This is an optimization exercise on Yosys and OpenROAD, whose aim is small area and a short achievable clock period, not a production implementation. No functional check of the RTL was part of any run shown here.

==> flow/design.v, too long to show whole: its modules and the start of the top module <==
// module grad_top: 3272 lines
module grad_top (
    input  wire logic        clk,
    input  wire logic        rst,
    input  wire logic        in_valid,
    input  wire logic        sof,
    input  wire logic [7:0]  pixel,
    output logic             out_valid,
    output logic [32:0]      grad
);
  // ...
==> flow/flow/run.sh <==
#!/bin/bash
# The standard layout, with the port buffers made from buf_2 cells instead of the
# resizer's default pick (a delay cell), and clkbuf_8 cells at the clock tree's leaves.
set -euo pipefail
export BUFFER_PORTS_ARGS="-buffer_cell sky130_fd_sc_hd__buf_2"
export CTS_ARGS="-sink_clustering_enable -repair_clock_nets -sink_clustering_size 16 -sink_clustering_max_diameter 80 -buf_list {sky130_fd_sc_hd__clkbuf_8 sky130_fd_sc_hd__clkbuf_16} -root_buf sky130_fd_sc_hd__clkbuf_16 -sink_clustering_buffer sky130_fd_sc_hd__clkbuf_8"
bash standard.sh > standard.log 2>&1
==> flow/standard.sh <==
#!/bin/bash
# synth_recipe.tcl (not shown) runs the flow's synth.tcl, then flattens the netlist and writes it again
# the make line also repeats each setting of config.mk as NAME=value (left out here)
make -C /OpenROAD-flow-scripts/flow DESIGN_CONFIG=/design/flow/config.mk WORK_HOME=/design/flow/orfs CLKGATE_MAP_FILE= SYNTH_SCRIPT=/design/flow/synth_recipe.tcl "${@:-finish}"
==> flow/config.mk <==
export PLATFORM = sky130hd
export DESIGN_NAME = grad_top
export DESIGN_NICKNAME = grad_top
export VERILOG_FILES = /design/flow/design.v
export SDC_FILE = /design/flow/constraint.sdc
export NUM_CORES = 4
export LEC_CHECK = 0
export CAP_MARGIN = 20
export CORE_MARGIN = 2
export CORE_UTILIZATION = 75
export CTS_CLUSTER_DIAMETER = 80
export CTS_CLUSTER_SIZE = 25
export SLEW_MARGIN = 20
==> flow/constraint.sdc <==
create_clock -name core_clock -period 26.0 [get_ports {clk}]
set_input_delay 5.2000 -clock core_clock [delete_from_list [all_inputs] [get_ports {clk}]]
set_output_delay 5.2000 -clock core_clock [all_outputs]
set_load 0.01 [all_outputs]
==> summary.md, run 1 <==
| Metric | Value |
|---|---|
| Area contributors post-synth | sky130_fd_sc_hd__dfxtp_1, sky130_fd_sc_hd__edfxtp_1, sky130_fd_sc_hd__fa_1 |
| Adder-cell share of the synthesized area | 0.177 |
| Global-route met2 utilization | 0.427 |
| HPWL after DPL | 33,500 µm |
| Non-clock buffering overhead | 0.0101 |
| Number of antenna violations at the first check in global routing | 0 |
| Non-filler cells, final | 2,877 |
| Top reg by flops | sr |
| Number of levels the H-tree was split into | 2 |
| Metal-1 WL | 18,900 µm |
| Via density per instance | 5.47 |
| Total inserted antenna cells | 0 |
| Critical-path top delay cell | sky130_fd_sc_hd__dfxtp_1 |
| Compound-gate portion of the synthesized area | 0.0597 |
| Top post-synthesis cells by count | sky130_fd_sc_hd__dfxtp_1, sky130_fd_sc_hd__inv_1, sky130_fd_sc_hd__edfxtp_1, sky130_fd_sc_hd__ha_1, sky130_fd_sc_hd__fa_1 |
| Number of placed cells counting well taps | 2,801 |
| Number of antenna-violating nets in the routed design | 0 |
| Global-route layer with the greatest usage | met2 |
| Top-Level Pins | 46 |
| Nets | 2,668 |
| Distinct cell type count after synthesis | 71 |
| Site row count | 72 |
| Portion of netlist area occupied by mux cells | 0.0408 |
| Flip-flop count of the largest register after layout | 264 |
| Max Fclk | 0.161 GHz |
| Seq area share | 0.550 |
| Critical R2R Capture | p6_drem[7] |
| Status | no timing/DRC/antenna violations |
| Synthesized-area fraction occupied by xor and xnor cells | 0.0326 |
| Global-route met3 utilization | 0.0398 |
| Clock latency on the worst-skew pair | 0.57 ns |
| Met1 Track Usage GR | 0.284 |
| Crit path max-delay family | flip-flops |
| Most frequent cell after synthesis | sky130_fd_sc_hd__dfxtp_1 |
| Cell Area, Placed | 0.0302 mm² |
| Total negative setup slack | 0 ns |
| Share of synthesized flip-flops with an asynchronous set or reset | 0 |
| Regs by FF count | sr x264, grad x33 |
| Wirelength per Cell | 15.9 µm |
| Amount of wire on met3 after detailed routing | 1590 µm |
| Worst slew pin tran | 1.03 ns |
| RSZ-0062 raised after global routing | no |
| DRC | 0 |
==> run 2: changes to the inputs <==
--- a/flow/design.v
+++ b/flow/design.v
@@ -62,96 +62,22 @@
     assign av = dv[8] ? 8'(-dv[7:0]) : dv[7:0];
     assign ah = dh[8] ? 8'(-dh[7:0]) : dh[7:0];
     assign neg = (dv[8] ^ dh[8]) && (av != 8'd0);
     assign ovf = (ah[7:5] == 3'd0) && (av[7:3] >= ah[4:0]) && (av != 8'd0);
     assign hz  = (ah == 8'd0);
     assign dsr = ovf ? 8'd0 : {ah[7:1], ah[0] | hz};
     logic [8:0] dq0_t;
     assign dq0_t = {{3'd0, av[7:3]}, av[2:0][2]};
-    logic [8:0] dq0_a, dq0_b;
-    assign dq0_a = dq0_t;
-    assign dq0_b = {1'b0, ah};
-    logic [8:0] dq0_g, dq0_p, dq0_d;
-    logic [9:0] dq0_cy;
+    logic [8:0] dq0_d;
     logic dq0_ge;
-    assign dq0_g[0] = dq0_a[0] & !dq0_b[0];
-    assign dq0_p[0] = !(dq0_a[0] ^ dq0_b[0]);
-    assign dq0_g[1] = dq0_a[1] & !dq0_b[1];
-    assign dq0_p[1] = !(dq0_a[1] ^ dq0_b[1]);
-    assign dq0_g[2] = dq0_a[2] & !dq0_b[2];
-    assign dq0_p[2] = !(dq0_a[2] ^ dq0_b[2]);
-    assign dq0_g[3] = dq0_a[3] & !dq0_b[3];
-    assign dq0_p[3] = !(dq0_a[3] ^ dq0_b[3]);
-    assign dq0_g[4] = dq0_a[4] & !dq0_b[4];
-    assign dq0_p[4] = !(dq0_a[4] ^ dq0_b[4]);
-    assign dq0_g[5] = dq0_a[5] & !dq0_b[5];
-    assign dq0_p[5] = !(dq0_a[5] ^ dq0_b[5]);
-    assign dq0_g[6] = dq0_a[6] & !dq0_b[6];
-    assign dq0_p[6] = !(dq0_a[6] ^ dq0_b[6]);
-    assign dq0_g[7] = dq0_a[7] & !dq0_b[7];
-    assign dq0_p[7] = !(dq0_a[7] ^ dq0_b[7]);
-    assign dq0_g[8] = dq0_a[8] & !dq0_b[8];
-    assign dq0_p[8] = !(dq0_a[8] ^ dq0_b[8]);
-    logic dq0_G0_m, dq0_P0_m;
-    assign dq0_G0_m = dq0_g[0] | (dq0_p[0] & 1'b1);
-    assign dq0_P0_m = dq0_p[0] & 1'b0;
-    logic dq0_G1_m, dq0_P1_m;
-    assign dq0_G1_m = dq0_g[1] | (dq0_p[1] & dq0_G0_m);
-    assign dq0_P1_m = dq0_p[1] & dq0_P0_m;
-    logic dq0_G2_m, dq0_P2_m;
-    assign dq0_G2_m = dq0_g[2] | (dq0_p[2] & dq0_G1_m);
-    assign dq0_P2_m = dq0_p[2] & dq0_P1_m;
-    logic dq0_G3_m, dq0_P3_m;
-    assign dq0_G3_m = dq0_g[3] | (dq0_p[3] & dq0_G2_m);
-    assign dq0_P3_m = dq0_p[3] & dq0_P2_m;
-    logic dq0_G4_m, dq0_P4_m;
-    assign dq0_G4_m = dq0_g[4] | (dq0_p[4] & dq0_G3_m);
-    assign dq0_P4_m = dq0_p[4] & dq0_P3_m;
-    logic dq0_G5_4, dq0_P5_4;
-    assign dq0_G5_4 = dq0_g[5] | (dq0_p[5] & dq0_g[4]);
-    assign dq0_P5_4 = dq0_p[5] & dq0_p[4];
-    logic dq0_G5_m, dq0_P5_m;
-    assign dq0_G5_m = dq0_G5_4 | (dq0_P5_4 & dq0_G3_m);
-    assign dq0_P5_m = dq0_P5_4 & dq0_P3_m;
-    logic dq0_G6_4, dq0_P6_4;
-    assign dq0_G6_4 = dq0_g[6] | (dq0_p[6] & dq0_G5_4);
-    assign dq0_P6_4 = dq0_p[6] & dq0_P5_4;
-    logic dq0_G6_m, dq0_P6_m;
-    assign dq0_G6_m = dq0_G6_4 | (dq0_P6_4 & dq0_G3_m);
-    assign dq0_P6_m = dq0_P6_4 & dq0_P3_m;
-    logic dq0_G7_4, dq0_P7_4;
-    assign dq0_G7_4 = dq0_g[7] | (dq0_p[7] & dq0_G6_4);
-    assign dq0_P7_4 = dq0_p[7] & dq0_P6_4;
-    logic dq0_G7_m, dq0_P7_m;
-    assign dq0_G7_m = dq0_G7_4 | (dq0_P7_4 & dq0_G3_m);
-    assign dq0_P7_m = dq0_P7_4 & dq0_P3_m;
-    logic dq0_G8_m, dq0_P8_m;
-    assign dq0_G8_m = dq0_g[8] | (dq0_p[8] & dq0_G7_m);
-    assign dq0_P8_m = dq0_p[8] & dq0_P7_m;
-    assign dq0_cy[0] = 1'b1;
-    assign dq0_cy[1] = dq0_G0_m;
-    assign dq0_cy[2] = dq0_G1_m;
-    assign dq0_cy[3] = dq0_G2_m;
-    assign dq0_cy[4] = dq0_G3_m;
-    assign dq0_cy[5] = dq0_G4_m;
-    assign dq0_cy[6] = dq0_G5_m;
-    assign dq0_cy[7] = dq0_G6_m;
-    assign dq0_cy[8] = dq0_G7_m;
-    assign dq0_cy[9] = dq0_G8_m;
-    assign dq0_d[0] = dq0_p[0] ^ dq0_cy[0];
-    assign dq0_d[1] = dq0_p[1] ^ dq0_cy[1];
-    assign dq0_d[2] = dq0_p[2] ^ dq0_cy[2];
-    assign dq0_d[3] = dq0_p[3] ^ dq0_cy[3];
-    assign dq0_d[4] = dq0_p[4] ^ dq0_cy[4];
-    assign dq0_d[5] = dq0_p[5] ^ dq0_cy[5];
-    assign dq0_d[6] = dq0_p[6] ^ dq0_cy[6];
-    assign dq0_d[7] = dq0_p[7] ^ dq0_cy[7];
-    assign dq0_d[8] = dq0_p[8] ^ dq0_cy[8];
-    assign dq0_ge = dq0_cy[9];
+    logic [9:0] dq0_x;
+    assign dq0_x = {1'b0, dq0_t} - {1'b0, {1'b0, ah}};
+    assign dq0_d = dq0_x[8:0];
+    assign dq0_ge = !dq0_x[9];
     logic [7:0] dq0_r;
     assign dq0_r = dq0_ge ? dq0_d[7:0] : dq0_t[7:0];
     logic [0:0] dq0_q;
     assign dq0_q = {(dq0_ge && av != 8'd0) || ovf};
     logic [7:0] p1_drem;
     logic [7:0] p1_ndsr;
     logic p1_neg;
     logic p1_dquo;
@@ -200,40 +126,43 @@
     assign dq1_G1_m = dq1_g[1] | (dq1_p[1] & dq1_G0_m);
     assign dq1_P1_m = dq1_p[1] & dq1_P0_m;
     logic dq1_G2_m, dq1_P2_m;
     assign dq1_G2_m = dq1_g[2] | (dq1_p[2] & dq1_G1_m);
     assign dq1_P2_m = dq1_p[2] & dq1_P1_m;
     logic dq1_G3_m, dq1_P3_m;
     assign dq1_G3_m = dq1_g[3] | (dq1_p[3] & dq1_G2_m);
     assign dq1_P3_m = dq1_p[3] & dq1_P2_m;
+    logic dq1_G4_3, dq1_P4_3;
+    assign dq1_G4_3 = dq1_g[4] | (dq1_p[4] & dq1_g[3]);
+    assign dq1_P4_3 = dq1_p[4] & dq1_p[3];
     logic dq1_G4_m, dq1_P4_m;
-    assign dq1_G4_m = dq1_g[4] | (dq1_p[4] & dq1_G3_m);
-    assign dq1_P4_m = dq1_p[4] & dq1_P3_m;
-    logic dq1_G5_4, dq1_P5_4;
-    assign dq1_G5_4 = dq1_g[5] | (dq1_p[5] & dq1_g[4]);
-    assign dq1_P5_4 = dq1_p[5] & dq1_p[4];
+    assign dq1_G4_m = dq1_G4_3 | (dq1_P4_3 & dq1_G2_m);
+    assign dq1_P4_m = dq1_P4_3 & dq1_P2_m;
+    logic dq1_G5_3, dq1_P5_3;
+    assign dq1_G5_3 = dq1_g[5] | (dq1_p[5] & dq1_G4_3);
+    assign dq1_P5_3 = dq1_p[5] & dq1_P4_3;
     logic dq1_G5_m, dq1_P5_m;
-    assign dq1_G5_m = dq1_G5_4 | (dq1_P5_4 & dq1_G3_m);
-    assign dq1_P5_m = dq1_P5_4 & dq1_P3_m;
-    logic dq1_G6_4, dq1_P6_4;
-    assign dq1_G6_4 = dq1_g[6] | (dq1_p[6] & dq1_G5_4);
-    assign dq1_P6_4 = dq1_p[6] & dq1_P5_4;
+    assign dq1_G5_m = dq1_G5_3 | (dq1_P5_3 & dq1_G2_m);
+    assign dq1_P5_m = dq1_P5_3 & dq1_P2_m;
     logic dq1_G6_m, dq1_P6_m;
-    assign dq1_G6_m = dq1_G6_4 | (dq1_P6_4 & dq1_G3_m);
-    assign dq1_P6_m = dq1_P6_4 & dq1_P3_m;
-    logic dq1_G7_4, dq1_P7_4;
-    assign dq1_G7_4 = dq1_g[7] | (dq1_p[7] & dq1_G6_4);
-    assign dq1_P7_4 = dq1_p[7] & dq1_P6_4;
+    assign dq1_G6_m = dq1_g[6] | (dq1_p[6] & dq1_G5_m);
+    assign dq1_P6_m = dq1_p[6] & dq1_P5_m;
+    logic dq1_G7_6, dq1_P7_6;
+    assign dq1_G7_6 = dq1_g[7] | (dq1_p[7] & dq1_g[6]);
+    assign dq1_P7_6 = dq1_p[7] & dq1_p[6];
     logic dq1_G7_m, dq1_P7_m;
-    assign dq1_G7_m = dq1_G7_4 | (dq1_P7_4 & dq1_G3_m);
-    assign dq1_P7_m = dq1_P7_4 & dq1_P3_m;
+    assign dq1_G7_m = dq1_G7_6 | (dq1_P7_6 & dq1_G5_m);
+    assign dq1_P7_m = dq1_P7_6 & dq1_P5_m;
+    logic dq1_G8_6, dq1_P8_6;
+    assign dq1_G8_6 = dq1_g[8] | (dq1_p[8] & dq1_G7_6);
+    assign dq1_P8_6 = dq1_p[8] & dq1_P7_6;
     logic dq1_G8_m, dq1_P8_m;
-    assign dq1_G8_m = dq1_g[8] | (dq1_p[8] & dq1_G7_m);
-    assign dq1_P8_m = dq1_p[8] & dq1_P7_m;
+    assign dq1_G8_m = dq1_G8_6 | (dq1_P8_6 & dq1_G5_m);
+    assign dq1_P8_m = dq1_P8_6 & dq1_P5_m;
     assign dq1_cy[0] = 1'b1;
     assign dq1_cy[1] = dq1_G0_m;
     assign dq1_cy[2] = dq1_G1_m;
     assign dq1_cy[3] = dq1_G2_m;
     assign dq1_cy[4] = dq1_G3_m;
     assign dq1_cy[5] = dq1_G4_m;
     assign dq1_cy[6] = dq1_G5_m;
     assign dq1_cy[7] = dq1_G6_m;
@@ -377,40 +306,43 @@
     assign dq3_G1_m = dq3_g[1] | (dq3_p[1] & dq3_G0_m);
     assign dq3_P1_m = dq3_p[1] & dq3_P0_m;
     logic dq3_G2_m, dq3_P2_m;
     assign dq3_G2_m = dq3_g[2] | (dq3_p[2] & dq3_G1_m);
     assign dq3_P2_m = dq3_p[2] & dq3_P1_m;
     logic dq3_G3_m, dq3_P3_m;
     assign dq3_G3_m = dq3_g[3] | (dq3_p[3] & dq3_G2_m);
     assign dq3_P3_m = dq3_p[3] & dq3_P2_m;
+    logic dq3_G4_3, dq3_P4_3;
+    assign dq3_G4_3 = dq3_g[4] | (dq3_p[4] & dq3_g[3]);
+    assign dq3_P4_3 = dq3_p[4] & dq3_p[3];
     logic dq3_G4_m, dq3_P4_m;
-    assign dq3_G4_m = dq3_g[4] | (dq3_p[4] & dq3_G3_m);
-    assign dq3_P4_m = dq3_p[4] & dq3_P3_m;
-    logic dq3_G5_4, dq3_P5_4;
-    assign dq3_G5_4 = dq3_g[5] | (dq3_p[5] & dq3_g[4]);
-    assign dq3_P5_4 = dq3_p[5] & dq3_p[4];
+    assign dq3_G4_m = dq3_G4_3 | (dq3_P4_3 & dq3_G2_m);
+    assign dq3_P4_m = dq3_P4_3 & dq3_P2_m;
+    logic dq3_G5_3, dq3_P5_3;
+    assign dq3_G5_3 = dq3_g[5] | (dq3_p[5] & dq3_G4_3);
+    assign dq3_P5_3 = dq3_p[5] & dq3_P4_3;
     logic dq3_G5_m, dq3_P5_m;
-    assign dq3_G5_m = dq3_G5_4 | (dq3_P5_4 & dq3_G3_m);
-    assign dq3_P5_m = dq3_P5_4 & dq3_P3_m;
-    logic dq3_G6_4, dq3_P6_4;
-    assign dq3_G6_4 = dq3_g[6] | (dq3_p[6] & dq3_G5_4);
-    assign dq3_P6_4 = dq3_p[6] & dq3_P5_4;
+    assign dq3_G5_m = dq3_G5_3 | (dq3_P5_3 & dq3_G2_m);
+    assign dq3_P5_m = dq3_P5_3 & dq3_P2_m;
     logic dq3_G6_m, dq3_P6_m;
-    assign dq3_G6_m = dq3_G6_4 | (dq3_P6_4 & dq3_G3_m);
-    assign dq3_P6_m = dq3_P6_4 & dq3_P3_m;
-    logic dq3_G7_4, dq3_P7_4;
-    assign dq3_G7_4 = dq3_g[7] | (dq3_p[7] & dq3_G6_4);
-    assign dq3_P7_4 = dq3_p[7] & dq3_P6_4;
+    assign dq3_G6_m = dq3_g[6] | (dq3_p[6] & dq3_G5_m);
+    assign dq3_P6_m = dq3_p[6] & dq3_P5_m;
+    logic dq3_G7_6, dq3_P7_6;
+    assign dq3_G7_6 = dq3_g[7] | (dq3_p[7] & dq3_g[6]);
+    assign dq3_P7_6 = dq3_p[7] & dq3_p[6];
     logic dq3_G7_m, dq3_P7_m;
-    assign dq3_G7_m = dq3_G7_4 | (dq3_P7_4 & dq3_G3_m);
-    assign dq3_P7_m = dq3_P7_4 & dq3_P3_m;
+    assign dq3_G7_m = dq3_G7_6 | (dq3_P7_6 & dq3_G5_m);
+    assign dq3_P7_m = dq3_P7_6 & dq3_P5_m;
+    logic dq3_G8_6, dq3_P8_6;
+    assign dq3_G8_6 = dq3_g[8] | (dq3_p[8] & dq3_G7_6);
+    assign dq3_P8_6 = dq3_p[8] & dq3_P7_6;
     logic dq3_G8_m, dq3_P8_m;
-    assign dq3_G8_m = dq3_g[8] | (dq3_p[8] & dq3_G7_m);
-    assign dq3_P8_m = dq3_p[8] & dq3_P7_m;
+    assign dq3_G8_m = dq3_G8_6 | (dq3_P8_6 & dq3_G5_m);
+    assign dq3_P8_m = dq3_P8_6 & dq3_P5_m;
     assign dq3_cy[0] = 1'b1;
     assign dq3_cy[1] = dq3_G0_m;
     assign dq3_cy[2] = dq3_G1_m;
     assign dq3_cy[3] = dq3_G2_m;
     assign dq3_cy[4] = dq3_G3_m;
     assign dq3_cy[5] = dq3_G4_m;
     assign dq3_cy[6] = dq3_G5_m;
     assign dq3_cy[7] = dq3_G6_m;
@@ -928,40 +860,43 @@
     assign dq5_G1_m = dq5_g[1] | (dq5_p[1] & dq5_G0_m);
     assign dq5_P1_m = dq5_p[1] & dq5_P0_m;
     logic dq5_G2_m, dq5_P2_m;
     assign dq5_G2_m = dq5_g[2] | (dq5_p[2] & dq5_G1_m);
     assign dq5_P2_m = dq5_p[2] & dq5_P1_m;
     logic dq5_G3_m, dq5_P3_m;
     assign dq5_G3_m = dq5_g[3] | (dq5_p[3] & dq5_G2_m);
     assign dq5_P3_m = dq5_p[3] & dq5_P2_m;
+    logic dq5_G4_3, dq5_P4_3;
+    assign dq5_G4_3 = dq5_g[4] | (dq5_p[4] & dq5_g[3]);
+    assign dq5_P4_3 = dq5_p[4] & dq5_p[3];
     logic dq5_G4_m, dq5_P4_m;
-    assign dq5_G4_m = dq5_g[4] | (dq5_p[4] & dq5_G3_m);
-    assign dq5_P4_m = dq5_p[4] & dq5_P3_m;
-    logic dq5_G5_4, dq5_P5_4;
-    assign dq5_G5_4 = dq5_g[5] | (dq5_p[5] & dq5_g[4]);
-    assign dq5_P5_4 = dq5_p[5] & dq5_p[4];
+    assign dq5_G4_m = dq5_G4_3 | (dq5_P4_3 & dq5_G2_m);
+    assign dq5_P4_m = dq5_P4_3 & dq5_P2_m;
+    logic dq5_G5_3, dq5_P5_3;
+    assign dq5_G5_3 = dq5_g[5] | (dq5_p[5] & dq5_G4_3);
+    assign dq5_P5_3 = dq5_p[5] & dq5_P4_3;
     logic dq5_G5_m, dq5_P5_m;
-    assign dq5_G5_m = dq5_G5_4 | (dq5_P5_4 & dq5_G3_m);
-    assign dq5_P5_m = dq5_P5_4 & dq5_P3_m;
-    logic dq5_G6_4, dq5_P6_4;
-    assign dq5_G6_4 = dq5_g[6] | (dq5_p[6] & dq5_G5_4);
-    assign dq5_P6_4 = dq5_p[6] & dq5_P5_4;
+    assign dq5_G5_m = dq5_G5_3 | (dq5_P5_3 & dq5_G2_m);
+    assign dq5_P5_m = dq5_P5_3 & dq5_P2_m;
     logic dq5_G6_m, dq5_P6_m;
-    assign dq5_G6_m = dq5_G6_4 | (dq5_P6_4 & dq5_G3_m);
-    assign dq5_P6_m = dq5_P6_4 & dq5_P3_m;
-    logic dq5_G7_4, dq5_P7_4;
-    assign dq5_G7_4 = dq5_g[7] | (dq5_p[7] & dq5_G6_4);
-    assign dq5_P7_4 = dq5_p[7] & dq5_P6_4;
+    assign dq5_G6_m = dq5_g[6] | (dq5_p[6] & dq5_G5_m);
+    assign dq5_P6_m = dq5_p[6] & dq5_P5_m;
+    logic dq5_G7_6, dq5_P7_6;
+    assign dq5_G7_6 = dq5_g[7] | (dq5_p[7] & dq5_g[6]);
+    assign dq5_P7_6 = dq5_p[7] & dq5_p[6];
     logic dq5_G7_m, dq5_P7_m;
-    assign dq5_G7_m = dq5_G7_4 | (dq5_P7_4 & dq5_G3_m);
-    assign dq5_P7_m = dq5_P7_4 & dq5_P3_m;
+    assign dq5_G7_m = dq5_G7_6 | (dq5_P7_6 & dq5_G5_m);
+    assign dq5_P7_m = dq5_P7_6 & dq5_P5_m;
+    logic dq5_G8_6, dq5_P8_6;
+    assign dq5_G8_6 = dq5_g[8] | (dq5_p[8] & dq5_G7_6);
+    assign dq5_P8_6 = dq5_p[8] & dq5_P7_6;
     logic dq5_G8_m, dq5_P8_m;
-    assign dq5_G8_m = dq5_g[8] | (dq5_p[8] & dq5_G7_m);
-    assign dq5_P8_m = dq5_p[8] & dq5_P7_m;
+    assign dq5_G8_m = dq5_G8_6 | (dq5_P8_6 & dq5_G5_m);
+    assign dq5_P8_m = dq5_P8_6 & dq5_P5_m;
     assign dq5_cy[0] = 1'b1;
     assign dq5_cy[1] = dq5_G0_m;
     assign dq5_cy[2] = dq5_G1_m;
     assign dq5_cy[3] = dq5_G2_m;
     assign dq5_cy[4] = dq5_G3_m;
     assign dq5_cy[5] = dq5_G4_m;
     assign dq5_cy[6] = dq5_G5_m;
     assign dq5_cy[7] = dq5_G6_m;
@@ -1103,40 +1038,43 @@
     assign dq7_G1_m = dq7_g[1] | (dq7_p[1] & dq7_G0_m);
     assign dq7_P1_m = dq7_p[1] & dq7_P0_m;
     logic dq7_G2_m, dq7_P2_m;
     assign dq7_G2_m = dq7_g[2] | (dq7_p[2] & dq7_G1_m);
     assign dq7_P2_m = dq7_p[2] & dq7_P1_m;
     logic dq7_G3_m, dq7_P3_m;
     assign dq7_G3_m = dq7_g[3] | (dq7_p[3] & dq7_G2_m);
     assign dq7_P3_m = dq7_p[3] & dq7_P2_m;
+    logic dq7_G4_3, dq7_P4_3;
+    assign dq7_G4_3 = dq7_g[4] | (dq7_p[4] & dq7_g[3]);
+    assign dq7_P4_3 = dq7_p[4] & dq7_p[3];
     logic dq7_G4_m, dq7_P4_m;
-    assign dq7_G4_m = dq7_g[4] | (dq7_p[4] & dq7_G3_m);
-    assign dq7_P4_m = dq7_p[4] & dq7_P3_m;
-    logic dq7_G5_4, dq7_P5_4;
-    assign dq7_G5_4 = dq7_g[5] | (dq7_p[5] & dq7_g[4]);
-    assign dq7_P5_4 = dq7_p[5] & dq7_p[4];
+    assign dq7_G4_m = dq7_G4_3 | (dq7_P4_3 & dq7_G2_m);
+    assign dq7_P4_m = dq7_P4_3 & dq7_P2_m;
+    logic dq7_G5_3, dq7_P5_3;
+    assign dq7_G5_3 = dq7_g[5] | (dq7_p[5] & dq7_G4_3);
+    assign dq7_P5_3 = dq7_p[5] & dq7_P4_3;
     logic dq7_G5_m, dq7_P5_m;
-    assign dq7_G5_m = dq7_G5_4 | (dq7_P5_4 & dq7_G3_m);
-    assign dq7_P5_m = dq7_P5_4 & dq7_P3_m;
-    logic dq7_G6_4, dq7_P6_4;
-    assign dq7_G6_4 = dq7_g[6] | (dq7_p[6] & dq7_G5_4);
-    assign dq7_P6_4 = dq7_p[6] & dq7_P5_4;
+    assign dq7_G5_m = dq7_G5_3 | (dq7_P5_3 & dq7_G2_m);
+    assign dq7_P5_m = dq7_P5_3 & dq7_P2_m;
     logic dq7_G6_m, dq7_P6_m;
-    assign dq7_G6_m = dq7_G6_4 | (dq7_P6_4 & dq7_G3_m);
-    assign dq7_P6_m = dq7_P6_4 & dq7_P3_m;
-    logic dq7_G7_4, dq7_P7_4;
-    assign dq7_G7_4 = dq7_g[7] | (dq7_p[7] & dq7_G6_4);
-    assign dq7_P7_4 = dq7_p[7] & dq7_P6_4;
+    assign dq7_G6_m = dq7_g[6] | (dq7_p[6] & dq7_G5_m);
+    assign dq7_P6_m = dq7_p[6] & dq7_P5_m;
+    logic dq7_G7_6, dq7_P7_6;
+    assign dq7_G7_6 = dq7_g[7] | (dq7_p[7] & dq7_g[6]);
+    assign dq7_P7_6 = dq7_p[7] & dq7_p[6];
     logic dq7_G7_m, dq7_P7_m;
-    assign dq7_G7_m = dq7_G7_4 | (dq7_P7_4 & dq7_G3_m);
-    assign dq7_P7_m = dq7_P7_4 & dq7_P3_m;
+    assign dq7_G7_m = dq7_G7_6 | (dq7_P7_6 & dq7_G5_m);
+    assign dq7_P7_m = dq7_P7_6 & dq7_P5_m;
+    logic dq7_G8_6, dq7_P8_6;
+    assign dq7_G8_6 = dq7_g[8] | (dq7_p[8] & dq7_G7_6);
+    assign dq7_P8_6 = dq7_p[8] & dq7_P7_6;
     logic dq7_G8_m, dq7_P8_m;
-    assign dq7_G8_m = dq7_g[8] | (dq7_p[8] & dq7_G7_m);
-    assign dq7_P8_m = dq7_p[8] & dq7_P7_m;
+    assign dq7_G8_m = dq7_G8_6 | (dq7_P8_6 & dq7_G5_m);
+    assign dq7_P8_m = dq7_P8_6 & dq7_P5_m;
     assign dq7_cy[0] = 1'b1;
     assign dq7_cy[1] = dq7_G0_m;
     assign dq7_cy[2] = dq7_G1_m;
     assign dq7_cy[3] = dq7_G2_m;
     assign dq7_cy[4] = dq7_G3_m;
     assign dq7_cy[5] = dq7_G4_m;
     assign dq7_cy[6] = dq7_G5_m;
     assign dq7_cy[7] = dq7_G6_m;
@@ -1468,40 +1406,43 @@
     assign dq9_G1_m = dq9_g[1] | (dq9_p[1] & dq9_G0_m);
     assign dq9_P1_m = dq9_p[1] & dq9_P0_m;
     logic dq9_G2_m, dq9_P2_m;
     assign dq9_G2_m = dq9_g[2] | (dq9_p[2] & dq9_G1_m);
     assign dq9_P2_m = dq9_p[2] & dq9_P1_m;
     logic dq9_G3_m, dq9_P3_m;
     assign dq9_G3_m = dq9_g[3] | (dq9_p[3] & dq9_G2_m);
     assign dq9_P3_m = dq9_p[3] & dq9_P2_m;
+    logic dq9_G4_3, dq9_P4_3;
+    assign dq9_G4_3 = dq9_g[4] | (dq9_p[4] & dq9_g[3]);
+    assign dq9_P4_3 = dq9_p[4] & dq9_p[3];
     logic dq9_G4_m, dq9_P4_m;
-    assign dq9_G4_m = dq9_g[4] | (dq9_p[4] & dq9_G3_m);
-    assign dq9_P4_m = dq9_p[4] & dq9_P3_m;
-    logic dq9_G5_4, dq9_P5_4;
-    assign dq9_G5_4 = dq9_g[5] | (dq9_p[5] & dq9_g[4]);
-    assign dq9_P5_4 = dq9_p[5] & dq9_p[4];
+    assign dq9_G4_m = dq9_G4_3 | (dq9_P4_3 & dq9_G2_m);
+    assign dq9_P4_m = dq9_P4_3 & dq9_P2_m;
+    logic dq9_G5_3, dq9_P5_3;
+    assign dq9_G5_3 = dq9_g[5] | (dq9_p[5] & dq9_G4_3);
+    assign dq9_P5_3 = dq9_p[5] & dq9_P4_3;
     logic dq9_G5_m, dq9_P5_m;
-    assign dq9_G5_m = dq9_G5_4 | (dq9_P5_4 & dq9_G3_m);
-    assign dq9_P5_m = dq9_P5_4 & dq9_P3_m;
-    logic dq9_G6_4, dq9_P6_4;
-    assign dq9_G6_4 = dq9_g[6] | (dq9_p[6] & dq9_G5_4);
-    assign dq9_P6_4 = dq9_p[6] & dq9_P5_4;
+    assign dq9_G5_m = dq9_G5_3 | (dq9_P5_3 & dq9_G2_m);
+    assign dq9_P5_m = dq9_P5_3 & dq9_P2_m;
     logic dq9_G6_m, dq9_P6_m;
-    assign dq9_G6_m = dq9_G6_4 | (dq9_P6_4 & dq9_G3_m);
-    assign dq9_P6_m = dq9_P6_4 & dq9_P3_m;
-    logic dq9_G7_4, dq9_P7_4;
-    assign dq9_G7_4 = dq9_g[7] | (dq9_p[7] & dq9_G6_4);
-    assign dq9_P7_4 = dq9_p[7] & dq9_P6_4;
+    assign dq9_G6_m = dq9_g[6] | (dq9_p[6] & dq9_G5_m);
+    assign dq9_P6_m = dq9_p[6] & dq9_P5_m;
+    logic dq9_G7_6, dq9_P7_6;
+    assign dq9_G7_6 = dq9_g[7] | (dq9_p[7] & dq9_g[6]);
+    assign dq9_P7_6 = dq9_p[7] & dq9_p[6];
     logic dq9_G7_m, dq9_P7_m;
-    assign dq9_G7_m = dq9_G7_4 | (dq9_P7_4 & dq9_G3_m);
-    assign dq9_P7_m = dq9_P7_4 & dq9_P3_m;
+    assign dq9_G7_m = dq9_G7_6 | (dq9_P7_6 & dq9_G5_m);
+    assign dq9_P7_m = dq9_P7_6 & dq9_P5_m;
+    logic dq9_G8_6, dq9_P8_6;
+    assign dq9_G8_6 = dq9_g[8] | (dq9_p[8] & dq9_G7_6);
+    assign dq9_P8_6 = dq9_p[8] & dq9_P7_6;
     logic dq9_G8_m, dq9_P8_m;
-    assign dq9_G8_m = dq9_g[8] | (dq9_p[8] & dq9_G7_m);
-    assign dq9_P8_m = dq9_p[8] & dq9_P7_m;
+    assign dq9_G8_m = dq9_G8_6 | (dq9_P8_6 & dq9_G5_m);
+    assign dq9_P8_m = dq9_P8_6 & dq9_P5_m;
     assign dq9_cy[0] = 1'b1;
     assign dq9_cy[1] = dq9_G0_m;
     assign dq9_cy[2] = dq9_G1_m;
     assign dq9_cy[3] = dq9_G2_m;
     assign dq9_cy[4] = dq9_G3_m;
     assign dq9_cy[5] = dq9_G4_m;
     assign dq9_cy[6] = dq9_G5_m;
     assign dq9_cy[7] = dq9_G6_m;
@@ -1634,19 +1575,22 @@
     assign sq4_G3_m = sq4_g[3] | (sq4_p[3] & sq4_G2_m);
     assign sq4_P3_m = sq4_p[3] & sq4_P2_m;
     logic sq4_G4_m, sq4_P4_m;
     assign sq4_G4_m = sq4_g[4] | (sq4_p[4] & sq4_G3_m);
     assign sq4_P4_m = sq4_p[4] & sq4_P3_m;
     logic sq4_G5_m, sq4_P5_m;
     assign sq4_G5_m = sq4_g[5] | (sq4_p[5] & sq4_G4_m);
     assign sq4_P5_m = sq4_p[5] & sq4_P4_m;
+    logic sq4_G6_5, sq4_P6_5;
+    assign sq4_G6_5 = sq4_g[6] | (sq4_p[6] & sq4_g[5]);
+    assign sq4_P6_5 = sq4_p[6] & sq4_p[5];
     logic sq4_G6_m, sq4_P6_m;
-    assign sq4_G6_m = sq4_g[6] | (sq4_p[6] & sq4_G5_m);
-    assign sq4_P6_m = sq4_p[6] & sq4_P5_m;
+    assign sq4_G6_m = sq4_G6_5 | (sq4_P6_5 & sq4_G4_m);
+    assign sq4_P6_m = sq4_P6_5 & sq4_P4_m;
     assign sq4_cy[0] = 1'b1;
     assign sq4_cy[1] = sq4_G0_m;
     assign sq4_cy[2] = sq4_G1_m;
     assign sq4_cy[3] = sq4_G2_m;
     assign sq4_cy[4] = sq4_G3_m;
     assign sq4_cy[5] = sq4_G4_m;
     assign sq4_cy[6] = sq4_G5_m;
     assign sq4_cy[7] = sq4_G6_m;
@@ -1788,40 +1732,43 @@
     assign dq11_G1_m = dq11_g[1] | (dq11_p[1] & dq11_G0_m);
     assign dq11_P1_m = dq11_p[1] & dq11_P0_m;
     logic dq11_G2_m, dq11_P2_m;
     assign dq11_G2_m = dq11_g[2] | (dq11_p[2] & dq11_G1_m);
     assign dq11_P2_m = dq11_p[2] & dq11_P1_m;
     logic dq11_G3_m, dq11_P3_m;
     assign dq11_G3_m = dq11_g[3] | (dq11_p[3] & dq11_G2_m);
     assign dq11_P3_m = dq11_p[3] & dq11_P2_m;
+    logic dq11_G4_3, dq11_P4_3;
+    assign dq11_G4_3 = dq11_g[4] | (dq11_p[4] & dq11_g[3]);
+    assign dq11_P4_3 = dq11_p[4] & dq11_p[3];
     logic dq11_G4_m, dq11_P4_m;
-    assign dq11_G4_m = dq11_g[4] | (dq11_p[4] & dq11_G3_m);
-    assign dq11_P4_m = dq11_p[4] & dq11_P3_m;
-    logic dq11_G5_4, dq11_P5_4;
-    assign dq11_G5_4 = dq11_g[5] | (dq11_p[5] & dq11_g[4]);
-    assign dq11_P5_4 = dq11_p[5] & dq11_p[4];
+    assign dq11_G4_m = dq11_G4_3 | (dq11_P4_3 & dq11_G2_m);
+    assign dq11_P4_m = dq11_P4_3 & dq11_P2_m;
+    logic dq11_G5_3, dq11_P5_3;
+    assign dq11_G5_3 = dq11_g[5] | (dq11_p[5] & dq11_G4_3);
+    assign dq11_P5_3 = dq11_p[5] & dq11_P4_3;
     logic dq11_G5_m, dq11_P5_m;
-    assign dq11_G5_m = dq11_G5_4 | (dq11_P5_4 & dq11_G3_m);
-    assign dq11_P5_m = dq11_P5_4 & dq11_P3_m;
-    logic dq11_G6_4, dq11_P6_4;
-    assign dq11_G6_4 = dq11_g[6] | (dq11_p[6] & dq11_G5_4);
-    assign dq11_P6_4 = dq11_p[6] & dq11_P5_4;
+    assign dq11_G5_m = dq11_G5_3 | (dq11_P5_3 & dq11_G2_m);
+    assign dq11_P5_m = dq11_P5_3 & dq11_P2_m;
     logic dq11_G6_m, dq11_P6_m;
-    assign dq11_G6_m = dq11_G6_4 | (dq11_P6_4 & dq11_G3_m);
-    assign dq11_P6_m = dq11_P6_4 & dq11_P3_m;
-    logic dq11_G7_4, dq11_P7_4;
-    assign dq11_G7_4 = dq11_g[7] | (dq11_p[7] & dq11_G6_4);
-    assign dq11_P7_4 = dq11_p[7] & dq11_P6_4;
+    assign dq11_G6_m = dq11_g[6] | (dq11_p[6] & dq11_G5_m);
+    assign dq11_P6_m = dq11_p[6] & dq11_P5_m;
+    logic dq11_G7_6, dq11_P7_6;
+    assign dq11_G7_6 = dq11_g[7] | (dq11_p[7] & dq11_g[6]);
+    assign dq11_P7_6 = dq11_p[7] & dq11_p[6];
     logic dq11_G7_m, dq11_P7_m;
-    assign dq11_G7_m = dq11_G7_4 | (dq11_P7_4 & dq11_G3_m);
-    assign dq11_P7_m = dq11_P7_4 & dq11_P3_m;
+    assign dq11_G7_m = dq11_G7_6 | (dq11_P7_6 & dq11_G5_m);
+    assign dq11_P7_m = dq11_P7_6 & dq11_P5_m;
+    logic dq11_G8_6, dq11_P8_6;
+    assign dq11_G8_6 = dq11_g[8] | (dq11_p[8] & dq11_G7_6);
+    assign dq11_P8_6 = dq11_p[8] & dq11_P7_6;
     logic dq11_G8_m, dq11_P8_m;
-    assign dq11_G8_m = dq11_g[8] | (dq11_p[8] & dq11_G7_m);
-    assign dq11_P8_m = dq11_p[8] & dq11_P7_m;
+    assign dq11_G8_m = dq11_G8_6 | (dq11_P8_6 & dq11_G5_m);
+    assign dq11_P8_m = dq11_P8_6 & dq11_P5_m;
     assign dq11_cy[0] = 1'b1;
     assign dq11_cy[1] = dq11_G0_m;
     assign dq11_cy[2] = dq11_G1_m;
     assign dq11_cy[3] = dq11_G2_m;
     assign dq11_cy[4] = dq11_G3_m;
     assign dq11_cy[5] = dq11_G4_m;
     assign dq11_cy[6] = dq11_G5_m;
     assign dq11_cy[7] = dq11_G6_m;
@@ -2151,40 +2098,43 @@
     assign dq13_G1_m = dq13_g[1] | (dq13_p[1] & dq13_G0_m);
     assign dq13_P1_m = dq13_p[1] & dq13_P0_m;
     logic dq13_G2_m, dq13_P2_m;
     assign dq13_G2_m = dq13_g[2] | (dq13_p[2] & dq13_G1_m);
     assign dq13_P2_m = dq13_p[2] & dq13_P1_m;
     logic dq13_G3_m, dq13_P3_m;
     assign dq13_G3_m = dq13_g[3] | (dq13_p[3] & dq13_G2_m);
     assign dq13_P3_m = dq13_p[3] & dq13_P2_m;
+    logic dq13_G4_3, dq13_P4_3;
+    assign dq13_G4_3 = dq13_g[4] | (dq13_p[4] & dq13_g[3]);
+    assign dq13_P4_3 = dq13_p[4] & dq13_p[3];
     logic dq13_G4_m, dq13_P4_m;
-    assign dq13_G4_m = dq13_g[4] | (dq13_p[4] & dq13_G3_m);
-    assign dq13_P4_m = dq13_p[4] & dq13_P3_m;
-    logic dq13_G5_4, dq13_P5_4;
-    assign dq13_G5_4 = dq13_g[5] | (dq13_p[5] & dq13_g[4]);
-    assign dq13_P5_4 = dq13_p[5] & dq13_p[4];
+    assign dq13_G4_m = dq13_G4_3 | (dq13_P4_3 & dq13_G2_m);
+    assign dq13_P4_m = dq13_P4_3 & dq13_P2_m;
+    logic dq13_G5_3, dq13_P5_3;
+    assign dq13_G5_3 = dq13_g[5] | (dq13_p[5] & dq13_G4_3);
+    assign dq13_P5_3 = dq13_p[5] & dq13_P4_3;
     logic dq13_G5_m, dq13_P5_m;
-    assign dq13_G5_m = dq13_G5_4 | (dq13_P5_4 & dq13_G3_m);
-    assign dq13_P5_m = dq13_P5_4 & dq13_P3_m;
-    logic dq13_G6_4, dq13_P6_4;
-    assign dq13_G6_4 = dq13_g[6] | (dq13_p[6] & dq13_G5_4);
-    assign dq13_P6_4 = dq13_p[6] & dq13_P5_4;
+    assign dq13_G5_m = dq13_G5_3 | (dq13_P5_3 & dq13_G2_m);
+    assign dq13_P5_m = dq13_P5_3 & dq13_P2_m;
     logic dq13_G6_m, dq13_P6_m;
-    assign dq13_G6_m = dq13_G6_4 | (dq13_P6_4 & dq13_G3_m);
-    assign dq13_P6_m = dq13_P6_4 & dq13_P3_m;
-    logic dq13_G7_4, dq13_P7_4;
-    assign dq13_G7_4 = dq13_g[7] | (dq13_p[7] & dq13_G6_4);
-    assign dq13_P7_4 = dq13_p[7] & dq13_P6_4;
+    assign dq13_G6_m = dq13_g[6] | (dq13_p[6] & dq13_G5_m);
+    assign dq13_P6_m = dq13_p[6] & dq13_P5_m;
+    logic dq13_G7_6, dq13_P7_6;
+    assign dq13_G7_6 = dq13_g[7] | (dq13_p[7] & dq13_g[6]);
+    assign dq13_P7_6 = dq13_p[7] & dq13_p[6];
     logic dq13_G7_m, dq13_P7_m;
-    assign dq13_G7_m = dq13_G7_4 | (dq13_P7_4 & dq13_G3_m);
-    assign dq13_P7_m = dq13_P7_4 & dq13_P3_m;
+    assign dq13_G7_m = dq13_G7_6 | (dq13_P7_6 & dq13_G5_m);
+    assign dq13_P7_m = dq13_P7_6 & dq13_P5_m;
+    logic dq13_G8_6, dq13_P8_6;
+    assign dq13_G8_6 = dq13_g[8] | (dq13_p[8] & dq13_G7_6);
+    assign dq13_P8_6 = dq13_p[8] & dq13_P7_6;
     logic dq13_G8_m, dq13_P8_m;
-    assign dq13_G8_m = dq13_g[8] | (dq13_p[8] & dq13_G7_m);
-    assign dq13_P8_m = dq13_p[8] & dq13_P7_m;
+    assign dq13_G8_m = dq13_G8_6 | (dq13_P8_6 & dq13_G5_m);
+    assign dq13_P8_m = dq13_P8_6 & dq13_P5_m;
     assign dq13_cy[0] = 1'b1;
     assign dq13_cy[1] = dq13_G0_m;
     assign dq13_cy[2] = dq13_G1_m;
     assign dq13_cy[3] = dq13_G2_m;
     assign dq13_cy[4] = dq13_G3_m;
     assign dq13_cy[5] = dq13_G4_m;
     assign dq13_cy[6] = dq13_G5_m;
     assign dq13_cy[7] = dq13_G6_m;
@@ -2548,40 +2498,43 @@
     assign dq15_G1_m = dq15_g[1] | (dq15_p[1] & dq15_G0_m);
     assign dq15_P1_m = dq15_p[1] & dq15_P0_m;
     logic dq15_G2_m, dq15_P2_m;
     assign dq15_G2_m = dq15_g[2] | (dq15_p[2] & dq15_G1_m);
     assign dq15_P2_m = dq15_p[2] & dq15_P1_m;
     logic dq15_G3_m, dq15_P3_m;
     assign dq15_G3_m = dq15_g[3] | (dq15_p[3] & dq15_G2_m);
     assign dq15_P3_m = dq15_p[3] & dq15_P2_m;
+    logic dq15_G4_3, dq15_P4_3;
+    assign dq15_G4_3 = dq15_g[4] | (dq15_p[4] & dq15_g[3]);
+    assign dq15_P4_3 = dq15_p[4] & dq15_p[3];
     logic dq15_G4_m, dq15_P4_m;
-    assign dq15_G4_m = dq15_g[4] | (dq15_p[4] & dq15_G3_m);
-    assign dq15_P4_m = dq15_p[4] & dq15_P3_m;
-    logic dq15_G5_4, dq15_P5_4;
-    assign dq15_G5_4 = dq15_g[5] | (dq15_p[5] & dq15_g[4]);
-    assign dq15_P5_4 = dq15_p[5] & dq15_p[4];
+    assign dq15_G4_m = dq15_G4_3 | (dq15_P4_3 & dq15_G2_m);
+    assign dq15_P4_m = dq15_P4_3 & dq15_P2_m;
+    logic dq15_G5_3, dq15_P5_3;
+    assign dq15_G5_3 = dq15_g[5] | (dq15_p[5] & dq15_G4_3);
+    assign dq15_P5_3 = dq15_p[5] & dq15_P4_3;
     logic dq15_G5_m, dq15_P5_m;
-    assign dq15_G5_m = dq15_G5_4 | (dq15_P5_4 & dq15_G3_m);
-    assign dq15_P5_m = dq15_P5_4 & dq15_P3_m;
-    logic dq15_G6_4, dq15_P6_4;
-    assign dq15_G6_4 = dq15_g[6] | (dq15_p[6] & dq15_G5_4);
-    assign dq15_P6_4 = dq15_p[6] & dq15_P5_4;
+    assign dq15_G5_m = dq15_G5_3 | (dq15_P5_3 & dq15_G2_m);
+    assign dq15_P5_m = dq15_P5_3 & dq15_P2_m;
     logic dq15_G6_m, dq15_P6_m;
-    assign dq15_G6_m = dq15_G6_4 | (dq15_P6_4 & dq15_G3_m);
-    assign dq15_P6_m = dq15_P6_4 & dq15_P3_m;
-    logic dq15_G7_4, dq15_P7_4;
-    assign dq15_G7_4 = dq15_g[7] | (dq15_p[7] & dq15_G6_4);
-    assign dq15_P7_4 = dq15_p[7] & dq15_P6_4;
+    assign dq15_G6_m = dq15_g[6] | (dq15_p[6] & dq15_G5_m);
+    assign dq15_P6_m = dq15_p[6] & dq15_P5_m;
+    logic dq15_G7_6, dq15_P7_6;
+    assign dq15_G7_6 = dq15_g[7] | (dq15_p[7] & dq15_g[6]);
+    assign dq15_P7_6 = dq15_p[7] & dq15_p[6];
     logic dq15_G7_m, dq15_P7_m;
-    assign dq15_G7_m = dq15_G7_4 | (dq15_P7_4 & dq15_G3_m);
-    assign dq15_P7_m = dq15_P7_4 & dq15_P3_m;
+    assign dq15_G7_m = dq15_G7_6 | (dq15_P7_6 & dq15_G5_m);
+    assign dq15_P7_m = dq15_P7_6 & dq15_P5_m;
+    logic dq15_G8_6, dq15_P8_6;
+    assign dq15_G8_6 = dq15_g[8] | (dq15_p[8] & dq15_G7_6);
+    assign dq15_P8_6 = dq15_p[8] & dq15_P7_6;
     logic dq15_G8_m, dq15_P8_m;
-    assign dq15_G8_m = dq15_g[8] | (dq15_p[8] & dq15_G7_m);
-    assign dq15_P8_m = dq15_p[8] & dq15_P7_m;
+    assign dq15_G8_m = dq15_G8_6 | (dq15_P8_6 & dq15_G5_m);
+    assign dq15_P8_m = dq15_P8_6 & dq15_P5_m;
     assign dq15_cy[0] = 1'b1;
     assign dq15_cy[1] = dq15_G0_m;
     assign dq15_cy[2] = dq15_G1_m;
     assign dq15_cy[3] = dq15_G2_m;
     assign dq15_cy[4] = dq15_G3_m;
     assign dq15_cy[5] = dq15_G4_m;
     assign dq15_cy[6] = dq15_G5_m;
     assign dq15_cy[7] = dq15_G6_m;
@@ -2985,40 +2938,43 @@
     assign dq17_G1_m = dq17_g[1] | (dq17_p[1] & dq17_G0_m);
     assign dq17_P1_m = dq17_p[1] & dq17_P0_m;
     logic dq17_G2_m, dq17_P2_m;
     assign dq17_G2_m = dq17_g[2] | (dq17_p[2] & dq17_G1_m);
     assign dq17_P2_m = dq17_p[2] & dq17_P1_m;
     logic dq17_G3_m, dq17_P3_m;
     assign dq17_G3_m = dq17_g[3] | (dq17_p[3] & dq17_G2_m);
     assign dq17_P3_m = dq17_p[3] & dq17_P2_m;
+    logic dq17_G4_3, dq17_P4_3;
+    assign dq17_G4_3 = dq17_g[4] | (dq17_p[4] & dq17_g[3]);
+    assign dq17_P4_3 = dq17_p[4] & dq17_p[3];
     logic dq17_G4_m, dq17_P4_m;
-    assign dq17_G4_m = dq17_g[4] | (dq17_p[4] & dq17_G3_m);
-    assign dq17_P4_m = dq17_p[4] & dq17_P3_m;
-    logic dq17_G5_4, dq17_P5_4;
-    assign dq17_G5_4 = dq17_g[5] | (dq17_p[5] & dq17_g[4]);
-    assign dq17_P5_4 = dq17_p[5] & dq17_p[4];
+    assign dq17_G4_m = dq17_G4_3 | (dq17_P4_3 & dq17_G2_m);
+    assign dq17_P4_m = dq17_P4_3 & dq17_P2_m;
+    logic dq17_G5_3, dq17_P5_3;
+    assign dq17_G5_3 = dq17_g[5] | (dq17_p[5] & dq17_G4_3);
+    assign dq17_P5_3 = dq17_p[5] & dq17_P4_3;
     logic dq17_G5_m, dq17_P5_m;
-    assign dq17_G5_m = dq17_G5_4 | (dq17_P5_4 & dq17_G3_m);
-    assign dq17_P5_m = dq17_P5_4 & dq17_P3_m;
-    logic dq17_G6_4, dq17_P6_4;
-    assign dq17_G6_4 = dq17_g[6] | (dq17_p[6] & dq17_G5_4);
-    assign dq17_P6_4 = dq17_p[6] & dq17_P5_4;
+    assign dq17_G5_m = dq17_G5_3 | (dq17_P5_3 & dq17_G2_m);
+    assign dq17_P5_m = dq17_P5_3 & dq17_P2_m;
     logic dq17_G6_m, dq17_P6_m;
-    assign dq17_G6_m = dq17_G6_4 | (dq17_P6_4 & dq17_G3_m);
-    assign dq17_P6_m = dq17_P6_4 & dq17_P3_m;
-    logic dq17_G7_4, dq17_P7_4;
-    assign dq17_G7_4 = dq17_g[7] | (dq17_p[7] & dq17_G6_4);
-    assign dq17_P7_4 = dq17_p[7] & dq17_P6_4;
+    assign dq17_G6_m = dq17_g[6] | (dq17_p[6] & dq17_G5_m);
+    assign dq17_P6_m = dq17_p[6] & dq17_P5_m;
+    logic dq17_G7_6, dq17_P7_6;
+    assign dq17_G7_6 = dq17_g[7] | (dq17_p[7] & dq17_g[6]);
+    assign dq17_P7_6 = dq17_p[7] & dq17_p[6];
     logic dq17_G7_m, dq17_P7_m;
-    assign dq17_G7_m = dq17_G7_4 | (dq17_P7_4 & dq17_G3_m);
-    assign dq17_P7_m = dq17_P7_4 & dq17_P3_m;
+    assign dq17_G7_m = dq17_G7_6 | (dq17_P7_6 & dq17_G5_m);
+    assign dq17_P7_m = dq17_P7_6 & dq17_P5_m;
+    logic dq17_G8_6, dq17_P8_6;
+    assign dq17_G8_6 = dq17_g[8] | (dq17_p[8] & dq17_G7_6);
+    assign dq17_P8_6 = dq17_p[8] & dq17_P7_6;
     logic dq17_G8_m, dq17_P8_m;
-    assign dq17_G8_m = dq17_g[8] | (dq17_p[8] & dq17_G7_m);
-    assign dq17_P8_m = dq17_p[8] & dq17_P7_m;
+    assign dq17_G8_m = dq17_G8_6 | (dq17_P8_6 & dq17_G5_m);
+    assign dq17_P8_m = dq17_P8_6 & dq17_P5_m;
     assign dq17_cy[0] = 1'b1;
     assign dq17_cy[1] = dq17_G0_m;
     assign dq17_cy[2] = dq17_G1_m;
     assign dq17_cy[3] = dq17_G2_m;
     assign dq17_cy[4] = dq17_G3_m;
     assign dq17_cy[5] = dq17_G4_m;
     assign dq17_cy[6] = dq17_G5_m;
     assign dq17_cy[7] = dq17_G6_m;
==> run 2 against run 1 <==
  * Critical path depth stayed put
  * Sequential share of layout area is 0.48 points lower
  * Die area is 1.2% higher
  * Final area is 0.88% higher
  * Core utilization is 0.33 points higher
  * Fmax hardly changed
  * Via count is 1.5% higher
  * Register-to-register slack better by 0.16 ns
  * Flip-flop and latch count stayed put
  * Non-clock buffer count is 9 lower
  * Clock skew is 0.013 ns higher
  * Worst setup slack better by 0.0029 ns
  * Critical path type unchanged
  * Highest routed layer unchanged
==> summary.md, run 2 <==
| Metric | Value |
|---|---|
| Final min period | 6.21 ns |
| RD Place Congestion | 0.857 |
| Clock Skews | 0.0350 ns |
| Die height | 203 µm |
| Final setup violation count | 0 |
| Clock Path Buffers | 3 |
| Number of register bits inferred by synthesis | 721 |
| Regs by FF count | sr x264, grad x33 |
| Final hold violation count | 0 |
| Yosys warning count | 2 |
| Number of antenna violations at the first check in global routing | 0 (unchanged) |
| Share of synthesized flip-flops with an asynchronous set or reset | 0 (unchanged) |
| Hold Path Class | reg2reg |
| Area of the die | 0.0411 mm² |
| Number of placed cells counting well taps | 2,854 (+1.9%) |
| Initial standard-cell utilization of the core | 0.763 |
| Area contributors post-synth | sky130_fd_sc_hd__dfxtp_1, sky130_fd_sc_hd__edfxtp_1, sky130_fd_sc_hd__fa_1 |
| Largest net degree at the start of global routing | 201 |
| Layout Cell Area excl Fill | 0.0313 mm² |
| GRT Residual Overflow | 0 |
| Number of global-route vias before repair | 16,800 |
| Quantity of hold-fixing buffers added after cts | 0 |
| Clk sinks | 721 |
| RSZ-0062 raised after global routing | no |
| Final wirelength | 46,000 µm |
| Wirelength per Cell | 15.7 µm (-1.1%) |
| Worst slew pin tran | 1.08 ns (+0.0490 ns) |
| CP Cell Sequence | buf_2 |
| CP peak stage delay | 0.32 ns |
| TritonCTS clock tree | built |
| Dominant cell type by area after synthesis | sky130_fd_sc_hd__dfxtp_1 |
| Wire length of the first global-routing pass | 78,200 µm |
| Fraction of the yosys area taken by sequential cells | 0.576 |
| Root Buffer Master | sky130_fd_sc_hd__clkbuf_16 |
| Global-route met2 utilization | 0.423 (-0.00415) |
| Resize count post-CTS | 0 |
| Peak fanout along the critical path | 1 |
| Via density per instance | 5.46 (-0.29%) |
| Most common cell after layout, fill and taps aside | sky130_fd_sc_hd__dfxtp_1 |
| Status | no timing/DRC/antenna violations |
| Max Fclk | 0.161 GHz (about the same) |
| Number of input and output port buffers inserted | 45 |
| Clock transition at the registers of the reported paths | 0.10 ns |
| X dimension of the die | 203 µm |
| Count of buffering cells on the critical path with inverters included | 1 |
| Site row count | 72 (unchanged) |
| Most frequent cell after synthesis | sky130_fd_sc_hd__dfxtp_1 |
| Post-synthesis instance total | 2,317 |
| Flip-flop count of the largest register after layout | 264 (unchanged) |
| Clock latency on the worst-skew pair | 0.57 ns (about the same) |
| Distinct cell type count after synthesis | 69 (-2.8%) |
| All-layer global routing usage | 0.235 |
| Global-route layer with the greatest usage | met2 |
| HPWL after DPL | 33,400 µm (-0.34%) |
| Max Transition Viols Final | 0 |
| Ratio of cells with drive above 1 in the final layout | 0.0726 |
| Total inserted antenna cells | 0 (unchanged) |
| Synthesis-to-finish area growth | 5.76% |
| Kind of start point of the critical path | flip-flop |
| DRC violation total after the first TritonRoute iteration | 876 |
| Cell Area, Placed | 0.0304 mm² (+0.87%) |
| Top-Level Pins | 46 (unchanged) |
| Endpoint type of the worst setup path | primary output |
| Worst endpoint data arrival time | 1.01 ns |
| Top post-synthesis cells by count | sky130_fd_sc_hd__dfxtp_1, sky130_fd_sc_hd__inv_1, sky130_fd_sc_hd__edfxtp_1, sky130_fd_sc_hd__ha_1, sky130_fd_sc_hd__fa_1 |
| Total negative setup slack | 0 ns (unchanged) |
| Average size of a mapped cell | 12.8 µm² |
| Non-filler cells, final | 2,929 (+1.8%) |
| Top library cells by usage in the layout, fill and taps aside | sky130_fd_sc_hd__dfxtp_1, sky130_fd_sc_hd__inv_1, sky130_fd_sc_hd__edfxtp_1, sky130_fd_sc_hd__ha_1, sky130_fd_sc_hd__fa_1 |
| Number of buffers inserted to repair setup after CTS | 0 |
| DR pass1 iterations | 5 |
| Core area | 0.0388 mm² |
| Headroom to the max-slew limit | 0.280 |
| Share of Yosys cell area claimed by the top area cell type | 0.309 |
| Global-route met3 utilization | 0.0377 (-0.00212) |
| Vias after detailed routing | 16,000 |
| Met1 Track Usage GR | 0.288 (+0.00333) |
| Most used DFF post-synth | sky130_fd_sc_hd__dfxtp_1 |
| Number of CTS-inserted buffers | 51 |
| Top reg by flops | sr |
| # Max-Cap Violations | 0 |
| Number of levels the H-tree was split into | 2 (unchanged) |
| Critical-path top delay cell | sky130_fd_sc_hd__dfxtp_1 |
| Nets | 2,730 (+2.3%) |
| Crit path max-delay family | flip-flops |
| EDFF count, synth | 264 |
| Crit path required time | 20.80 ns |
| Setup CP Type | reg2out |
| Netlist Area Pre-Place | 0.0296 mm² |
| DRC | 0 (unchanged) |
| Number of antenna-violating nets in the routed design | 0 (unchanged) |
| Fraction of the cycle the final worst path needs | 0.239 |
run 2: changes by cell type after synthesis, sizes merged, moves of 10 or more:
cell and change:
ha +13, nor3 -13, nand2 +23, xnor2 -17
o21ai +31, nand2b +18, mux2 +12, or3 +10
xor2 +17, mux2i -25, a31oi +14, a21oi -17
o21bai -15
run 2: metrics by stage:
| stage | hold WS (ns) | setup WS [ns] | util |
|---|---|---|---|
| floorplan | 0.310 | 19.00 | - |
| global placement | 0.310 | 20.31 | 0.784 |
| detailed placement | 0.312 | 20.10 | 0.784 |
| CTS | 0.311 | 19.74 | 0.807 |
| global route | 0.329 | 19.56 | 0.807 |
| finish | 0.317 | 19.79 | 0.807 |
run 2: final timing paths:
kind	cells after the start	slack [ns]	from	end
min	0	0.32	p5_srad[3]	p6_srad[3]
min reg2reg	0	0.32	p5_srad[3]	p6_srad[3]
max	1	19.79	grad[1]	grad[1]
max reg2reg	26	20.02	p7_srad[1]	p8_srem[6]
run 2: cell families after synthesis:
logic type | synth area share
flops | 0.576
mux | 0.0364
xor+xnor | 0.0322
compound gates | 0.0628
simple gates | 0.0740
buf+inv | 0.0402
fa+ha+maj | 0.178
other cells | 0.000127
run 2: cell type report:
| type | instances | area, µm² |
|---|---|---|
| Timing Repair Buffer | 48 | 260 |
| Tap cell | 518 | 648 |
| Inverter | 288 | 1080 |
| Clock buffer | 52 | 783 |
| Clock inverter | 23 | 105 |
| Multi-Input combinational cell | 1279 | 11400 |
| Sequential cell | 721 | 17100 |
| Fill cell | 2238 | 7480 |
run 2: layer usage:
| layer | up-vias | wire length [µm] |
|---|---|---|
| met5 | - | 0 |
| li1 | 7881 | - |
| met3 | 96 | 1500 |
| met1 | 7754 | 19500 |
| met4 | 0 | 1360 |
| met2 | 249 | 23600 |

re-timing with driven ports:
The results above use ideal ports. As a check the final layouts listed here were re-extracted and re-timed, cells and wires unchanged.
Step 1 sets driving cells, clkbuf_16 on the clock port and buf_2 on the other inputs (assumed; they add their load-dependent delay and slew).
Step 2 times the ports against the registers' clock, not the clock port: input delays grow and output delays shrink by t, the midpoint of the rising clock arrivals with the driver on.
Three values: ideal, step 1, step 2; two values: the first two.
| run | shift t [ns] | setup WS [ns] | worst slew at a driven data input, ns |
|---|---|---|---|
| run 1 | 0.617 | 19.789 / 19.732 / 19.863 | 0.03 |
| run 2 | 0.611 | 19.792 / 19.738 / 20.024 | 0.03 |
After both steps every run listed still meets setup and hold.
